This design comes from an exercise in tuning for small area, a short achievable clock period and few clock cycles per item on the open sky130 flow, not from production work. The RTL was checked by simulation tests, not by an equivalence proof against the original design. No activity file was given, so power comes from the tool's default toggle rates.

== run 1 ==
Design fra_top, start of the top module:
module fra_top (
  input  logic        clk_i,
  input  logic        rst_ni,
  input  logic        in_valid_i,
  output logic        in_stall_o,
  input  logic [1:0]  in_op_i,
  input  logic [15:0] in_num_a_i,
  input  logic [15:0] in_den_a_i,
  input  logic [15:0] in_num_b_i,
  input  logic [15:0] in_den_b_i,
  output logic        out_valid_o,
  input  logic        out_stall_i,
  output logic [32:0] out_num_o,
  output logic [31:0] out_den_o,
  output logic        out_status_o
);
  fra_pkg::fra_in_t  in_data;
  fra_pkg::fra_out_t out_data;
  assign in_data.opcode = fra_pkg::fra_op_e'(in_op_i);
  assign in_data.num_a  = in_num_a_i;
  assign in_data.den_a  = in_den_a_i;
  assign in_data.num_b  = in_num_b_i;
  assign in_data.den_b  = in_den_b_i;
  fraction_arith_reduce u_core (
    .clk_i       (clk_i),
    .rst_ni      (rst_ni),
    .in_valid_i  (in_valid_i),
    .in_stall_o  (in_stall_o),
  ...
Size in the first run: about 2,600 cells after synthesis, ~210 flip-flops, roughly 0.020 mm^2 of cells after synthesis.
export LEC_CHECK = 0
export CAP_MARGIN = 20
export CORE_MARGIN = 2
export CORE_UTILIZATION = 40
export SLEW_MARGIN = 20
create_clock -name core_clock -period 10.0 [get_ports {clk_i}]
standard.sh (not shown) runs the stock make flow with config.mk's settings and CLKGATE_MAP_FILE= SYNTH_SCRIPT=/design/flow/synth_recipe.tcl, a recipe that flattens the netlist after the stock synthesis.
==> flow/flow/run.sh <==
#!/bin/bash
# The standard layout (standard.sh: same synthesis, floorplan, power grid,
# clock and constraints), with these layout choices passed to ORFS's make:
#  - timing repair aims at a setup margin of 5.25 ns,
#  - the repairs may swap a cell for one of another footprint,
#  - ports are buffered with sky130_fd_sc_hd__buf_1 (every port still gets
#    its buffer; the resizer may upsize it),
#  - global placement packs cells to a density of 0.75,
#  - the clock tree is built from sky130_fd_sc_hd__clkbuf_8.
# ORFS's full output goes to standard.log.
set -euo pipefail
bash standard.sh SETUP_SLACK_MARGIN=5.25 MATCH_CELL_FOOTPRINT=0 PLACE_DENSITY=0.75 "CTS_BUF_LIST=sky130_fd_sc_hd__clkbuf_8" \
  "BUFFER_PORTS_ARGS=-buffer_cell sky130_fd_sc_hd__buf_1" finish > standard.log 2>&1
Testbench counts of run 1, summed over its fixed seeds: cycles 81,800, items 3,200.
Changes in run 2 relative to run 1:
diff --git a/flow/flow/run.sh b/flow/flow/run.sh
--- a/flow/flow/run.sh
+++ b/flow/flow/run.sh
@@ -4 +4 @@
-#  - timing repair aims at a setup margin of 5.25 ns,
+#  - timing repair aims at a setup margin of 5.75 ns,
@@ -9 +9 @@
-#  - the clock tree is built from sky130_fd_sc_hd__clkbuf_8.
+#  - the clock tree is built from sky130_fd_sc_hd__clkbuf_4 / _8, 20 sinks a cluster.
@@ -12 +12 @@
-bash standard.sh SETUP_SLACK_MARGIN=5.25 MATCH_CELL_FOOTPRINT=0 PLACE_DENSITY=0.75 "CTS_BUF_LIST=sky130_fd_sc_hd__clkbuf_8" \
+bash standard.sh SETUP_SLACK_MARGIN=5.75 MATCH_CELL_FOOTPRINT=0 PLACE_DENSITY=0.75 "CTS_BUF_LIST=sky130_fd_sc_hd__clkbuf_4 sky130_fd_sc_hd__clkbuf_8" CTS_CLUSTER_SIZE=20 \
## What came out
Pre-CTS worst setup slack delta for run 2 relative to run 1: 530 ps higher. End point of the critical path = u_core.k10_q[27]: run 1; end point of the critical path = in_stall_o: run 2. Re number of antenna violations at the first check in global routing: run 1 was higher than run 2. Number of instances on the worst hold path: run 2 vs run 1 identical. For worst hold slack, run 1 and run 2 come out practically identical. From run 1 to run 2 the numbers moved as follows: arrival time of the worst setup path saw a decrease, total routed wirelength saw an increase. In the final design statistics, run 2 uses more standard cells in total than run 1. Summary of run 2 over run 1: post-cts gate resize count increased by 45 relative to the old numbers; cell area increased by 4.6% relative to the old numbers; clock power share increased by 0.9 points relative to the old numbers.
Inputs modified between run 2 and run 3:
==> flow/flow/run.sh <==
#!/bin/bash
# The standard layout (standard.sh: same synthesis, floorplan, power grid,
# clock and constraints), with three layout choices passed to ORFS's make:
#  - timing repair aims at a setup margin of 5.5 ns,
#  - the repairs may swap a cell for one of another footprint,
#  - ports are buffered with sky130_fd_sc_hd__buf_1 (every port still gets
#    its buffer; the resizer may upsize it),
#  - global placement packs cells to a density of 0.75.
# ORFS's full output goes to standard.log.
set -euo pipefail
bash standard.sh SETUP_SLACK_MARGIN=5.5 MATCH_CELL_FOOTPRINT=0 PLACE_DENSITY=0.75 \
  "BUFFER_PORTS_ARGS=-buffer_cell sky130_fd_sc_hd__buf_1" finish > standard.log 2>&1
[summary]
Fraction of power consumed by combinational cells ended up 0.2 points lower on run 3 than on run 2.
Run 3: full flow OK, the timing, DRC and antenna checks passed
When run 3 is set beside run 2, its final critical path time including I/O delays and setup turns out to be 170 ps larger.
Total power: run 3 above run 2
Lower part of the cycle the worst path needs among run 3 and run 2: run 2
diff inputs: run 3 => run 4
diff --git a/flow/flow/run.sh b/flow/flow/run.sh
--- a/flow/flow/run.sh
+++ b/flow/flow/run.sh
@@ -3,2 +3,2 @@
-# clock and constraints), with three layout choices passed to ORFS's make:
-#  - timing repair aims at a setup margin of 5.5 ns,
+# clock and constraints), with these layout choices passed to ORFS's make:
+#  - timing repair aims at a setup margin of 5.65 ns,
@@ -8 +8,2 @@
-#  - global placement packs cells to a density of 0.75.
+#  - global placement packs cells to a density of 0.75,
+#  - the clock tree is built from sky130_fd_sc_hd__clkbuf_4 / _8, 20 sinks a cluster.
@@ -11 +12 @@
-bash standard.sh SETUP_SLACK_MARGIN=5.5 MATCH_CELL_FOOTPRINT=0 PLACE_DENSITY=0.75 \
+bash standard.sh SETUP_SLACK_MARGIN=5.65 MATCH_CELL_FOOTPRINT=0 PLACE_DENSITY=0.75 "CTS_BUF_LIST=sky130_fd_sc_hd__clkbuf_4 sky130_fd_sc_hd__clkbuf_8" CTS_CLUSTER_SIZE=20 \
Findings:
Run 3 completed end to end with timing, DRC and antenna clean.
Looking at the reports, run 4 completed the entire flow and the layout it produced met the timing, DRC and antenna checks.
Min H-tree level count across run 4 and run 3: run 3
Delta (run 4 minus run 3): proportion of total power due to net switching went up by 1.3 points; layout-stage area growth over the synthesis result went up by 2.1 points; combinational power was more or less identical; part of the power in the clock network went down by 0.8 points; maximum resistive drop on vdd went down by 19%.
Between run 4 and run 3, worst setup margin is lower for run 3, run 4 comes in above that.
Post-detailed-routing wire length in run 4 is 1.6% higher than in run 3
Final critical path time including I/O delays and setup (lower): run 4
Per-cell via count in the routed design: run 4 vs run 3 up about 0.4%
For run 3, the worst setup path category was reg -> reg, unlike run 4, where it was in -> out.

-- static timing again, ports no longer ideal --
The flow's constraints put no driver on any port. The routed layouts listed below were extracted and timed again, unchanged, in two steps.
Step 1 assumes that a clkbuf_16 drives the clock port and a buf_2 every other input.
Step 2 also shifts input and output timing later by t, the mid clock arrival at the registers, as if the neighbouring blocks saw the same clock.
Three values: ideal, step 1, step 2; two values: the first two.
run | t, ns | setup slack, ns | hold slack, ns | worst register clock-pin slew, ns | worst slew at a driven data input, ns
run 1 | 0.663 | 5.354 / 5.332 / 5.112 | 0.528 / 0.528 / 0.528 | 0.07 / 0.07 | 0.07
run 2 | 0.679 | 5.638 / 5.596 / 5.160 | 0.525 / 0.525 / 0.525 | 0.07 / 0.07 | 0.07
run 3 | 0.627 | 5.471 / 5.471 / 5.016 | 0.522 / 0.522 / 0.522 | 0.07 / 0.07 | 0.07
run 4 | 0.693 | 5.633 / 5.586 / 5.079 | 0.525 / 0.525 / 0.525 | 0.08 / 0.08 | 0.07
After both steps every run listed still meets setup and hold. The setup slack of run 4, which loses most, moves by -0.047 ns with the drivers and by -0.554 ns with both steps.
